Source: an optimization exercise on an open RTL-to-GDS flow (aim: small area, a short achievable clock period and few clock cycles per item). Production flows keep margins and buffers that such runs may drop. Power figures rest on the tool's default switching activity, not on a simulated workload.

==> module sme_top, before the edit <==
module sme_top (
    input  logic           clk,
    input  logic           rst_n,
    input  sme_pkg::char_t chardata,
    input  logic           isstring,
    input  logic           ispattern,
    output logic           out_valid,
    output logic           match,
    output logic [4:0]     match_index
);
    localparam int NS = 34;
    logic       isstring_d, ispattern_d;
    logic [4:0] len_q;                       
    sme_pkg::char_t chars_q [0:31];          
    logic [NS-1:0] m_q;                      
    logic [4:0] c_q;                         
    wire first = ~ispattern_d;
    logic [31:0] valid;         
    logic [31:0] stb;           
    logic [NS-1:0] live;        
    logic [31:0] g_any;         
    logic [31:0] g_anc;         
    logic [31:0] g_lit;         
    always_comb begin
        for (int i = 0; i < 32; i++) begin
            valid[i] = ({len_q == 5'd0, len_q} >= 6'(32 - i));
        end
        for (int i = 0; i < 31; i++) stb[i] = ~valid[i] & valid[i+1];
        stb[31] = 1'b0;
        live[0] = 1'b0;
        for (int s = 1; s < NS; s++) live[s] = first | m_q[s-1];
        for (int i = 0; i < 32; i++) begin
            g_any[i] = valid[i] & live[i+1];
            g_anc[i] = g_any[i] & (chars_q[i] == sme_pkg::CHR_SPACE);
            g_lit[i] = g_any[i] & (chars_q[i] != sme_pkg::CHR_START)
                                & (chars_q[i] != sme_pkg::CHR_END);
        end
    end
    wire is_dot = (chardata == sme_pkg::CHR_ANY);
    wire is_car = (chardata == sme_pkg::CHR_START);
    wire is_dol = (chardata == sme_pkg::CHR_END);
    wire is_anc = is_car | is_dol;
    logic [NS-1:0] m_next;
    always_comb begin
        m_next[0] = valid[0] & first & is_car;
        for (int i = 0; i < 32; i++) begin
            logic eq;
            eq = (chars_q[i] == chardata);
            m_next[i+1] = (g_any[i] & is_dot) | (g_anc[i] & is_anc) | (g_lit[i] & eq)
                        | (stb[i] & first & is_car);
        end
        m_next[NS-1] = live[NS-1] & is_dol;
    end
    always_ff @(posedge clk or negedge rst_n) begin
        if (!rst_n) begin
            isstring_d  <= 1'b0;
            ispattern_d <= 1'b0;
        end else begin
            isstring_d  <= isstring;
            ispattern_d <= ispattern;
        end
    end
    always_ff @(posedge clk) begin
        if (isstring) begin
            for (int i = 0; i < 31; i++) chars_q[i] <= chars_q[i+1];
            chars_q[31] <= chardata;
            len_q <= isstring_d ? len_q + 5'd1 : 5'd1;
        end
    end
    always_ff @(posedge clk) begin
        m_q <= m_next;
        c_q <= first ? (len_q - 5'd1 + {4'd0, is_car}) : (c_q - 5'd1);
    end
    logic       found;
    logic [4:0] enc;
    always_comb begin
        found = |m_q;
        enc   = '0;
        for (int s = NS-1; s >= 0; s--) if (m_q[s]) enc = 5'(s);
    end
    wire done = ispattern_d & ~ispattern;
    always_ff @(posedge clk or negedge rst_n) begin
        if (!rst_n) begin
            out_valid   <= 1'b0;
            match       <= 1'b0;
            match_index <= '0;
        end else begin
            out_valid   <= done;
            match       <= done & found;
            match_index <= (done & found) ? enc + c_q : 5'd0;
        end
    end
endmodule
Settings: LEC_CHECK=0, ABC_CLOCK_PERIOD_IN_PS=2500, CAP_MARGIN=20, CORE_MARGIN=2, CORE_UTILIZATION=40, SETUP_SLACK_MARGIN=5, SLEW_MARGIN=20; clock period 8.0 ns.
run.sh (not shown) runs the stock make flow with config.mk's settings and CLKGATE_MAP_FILE= SYNTH_SCRIPT=/design/flow/synth_recipe.tcl, a recipe that flattens the netlist after the stock synthesis.
Then changed:
--- a/flow/design.v
+++ b/flow/design.v
@@ -39,48 +39,40 @@
     output logic           match,
     output logic [4:0]     match_index
 );
-    localparam int NS = 34;
+    localparam int NS = 34;    
     logic       isstring_d, ispattern_d;
     logic [4:0] len_q;                       
     sme_pkg::char_t chars_q [0:31];          
     logic [NS-1:0] m_q;                      
     logic [4:0] c_q;                         
     wire first = ~ispattern_d;
+    wire is_dot  = (chardata == sme_pkg::CHR_ANY);
+    wire is_car  = (chardata == sme_pkg::CHR_START);
+    wire is_dol  = (chardata == sme_pkg::CHR_END);
+    wire is_anc  = is_car | is_dol;
+    logic [5:0]  len6;
     logic [31:0] valid;         
-    logic [31:0] stb;           
-    logic [NS-1:0] live;        
-    logic [31:0] g_any;         
-    logic [31:0] g_anc;         
-    logic [31:0] g_lit;         
+    assign len6 = {len_q == 5'd0, len_q};
     always_comb begin
+        for (int i = 0; i < 32; i++) valid[i] = (len6 >= 6'(32 - i));
+    end
+    logic [NS-1:0] ok;
+    always_comb begin
+        ok[0] = valid[0] & first & is_car;
         for (int i = 0; i < 32; i++) begin
-            valid[i] = ({len_q == 5'd0, len_q} >= 6'(32 - i));
+            logic eq, sp, st;
+            eq = (chars_q[i] == chardata);
+            sp = (chars_q[i] == sme_pkg::CHR_SPACE);
+            st = (i == 31) ? 1'b0 : (~valid[i] & valid[i+1]);
+            if (valid[i]) ok[i+1] = is_dot | (is_anc ? sp : eq);
+            else          ok[i+1] = st & first & is_car;
         end
-        for (int i = 0; i < 31; i++) stb[i] = ~valid[i] & valid[i+1];
-        stb[31] = 1'b0;
-        live[0] = 1'b0;
-        for (int s = 1; s < NS; s++) live[s] = first | m_q[s-1];
-        for (int i = 0; i < 32; i++) begin
-            g_any[i] = valid[i] & live[i+1];
-            g_anc[i] = g_any[i] & (chars_q[i] == sme_pkg::CHR_SPACE);
-            g_lit[i] = g_any[i] & (chars_q[i] != sme_pkg::CHR_START)
-                                & (chars_q[i] != sme_pkg::CHR_END);
-        end
+        ok[NS-1] = is_dol;
     end
-    wire is_dot = (chardata == sme_pkg::CHR_ANY);
-    wire is_car = (chardata == sme_pkg::CHR_START);
-    wire is_dol = (chardata == sme_pkg::CHR_END);
-    wire is_anc = is_car | is_dol;
     logic [NS-1:0] m_next;
     always_comb begin
-        m_next[0] = valid[0] & first & is_car;
-        for (int i = 0; i < 32; i++) begin
-            logic eq;
-            eq = (chars_q[i] == chardata);
-            m_next[i+1] = (g_any[i] & is_dot) | (g_anc[i] & is_anc) | (g_lit[i] & eq)
-                        | (stb[i] & first & is_car);
-        end
-        m_next[NS-1] = live[NS-1] & is_dol;
+        m_next[0] = ok[0];
+        for (int s = 1; s < NS; s++) m_next[s] = ok[s] & (first | m_q[s-1]);
     end
     always_ff @(posedge clk or negedge rst_n) begin
         if (!rst_n) begin
Worst setup slack is worse by 0.47 ns.
Clock power increases by roughly a tenth.
Count of clock-buffer cells in the layout rose by 4.
Register-to-register slack degrades by 0.47 ns.
Global-route usage went up by 4.0 points.
Maximum frequency is lower by roughly a tenth.
Function was not checked in any run of this note: the RTL went through the layout flow alone.

-- static timing again, ports no longer ideal --
The results above use ideal ports. As a check the final layouts listed here were re-extracted and re-timed, cells and wires unchanged.
Step 1 assumes that a clkbuf_16 drives the clock port and a buf_2 every other input.
Step 2, shift: input delay + t, output delay - t, t = (earliest + latest rising clock arrival at the registers) / 2. This alone moves slack from input paths to output paths.
a / b / c = no drivers / after step 1 / after step 2; a / b = the first two.
run	t, ns	setup WS [ns]	worst hold slack (ns)	worst register clock-pin slew, ns
the first run	0.566	4.874 / 4.884 / 4.319	0.471 / 0.471 / 0.471	0.06 / 0.06
the second run	0.567	4.403 / 4.406 / 3.840	0.457 / 0.457 / 0.457	0.07 / 0.07
After both steps every run listed still meets setup and hold. For the second run, which loses most, drivers alone change the setup slack by +0.003 ns; drivers and shift together by -0.563 ns.
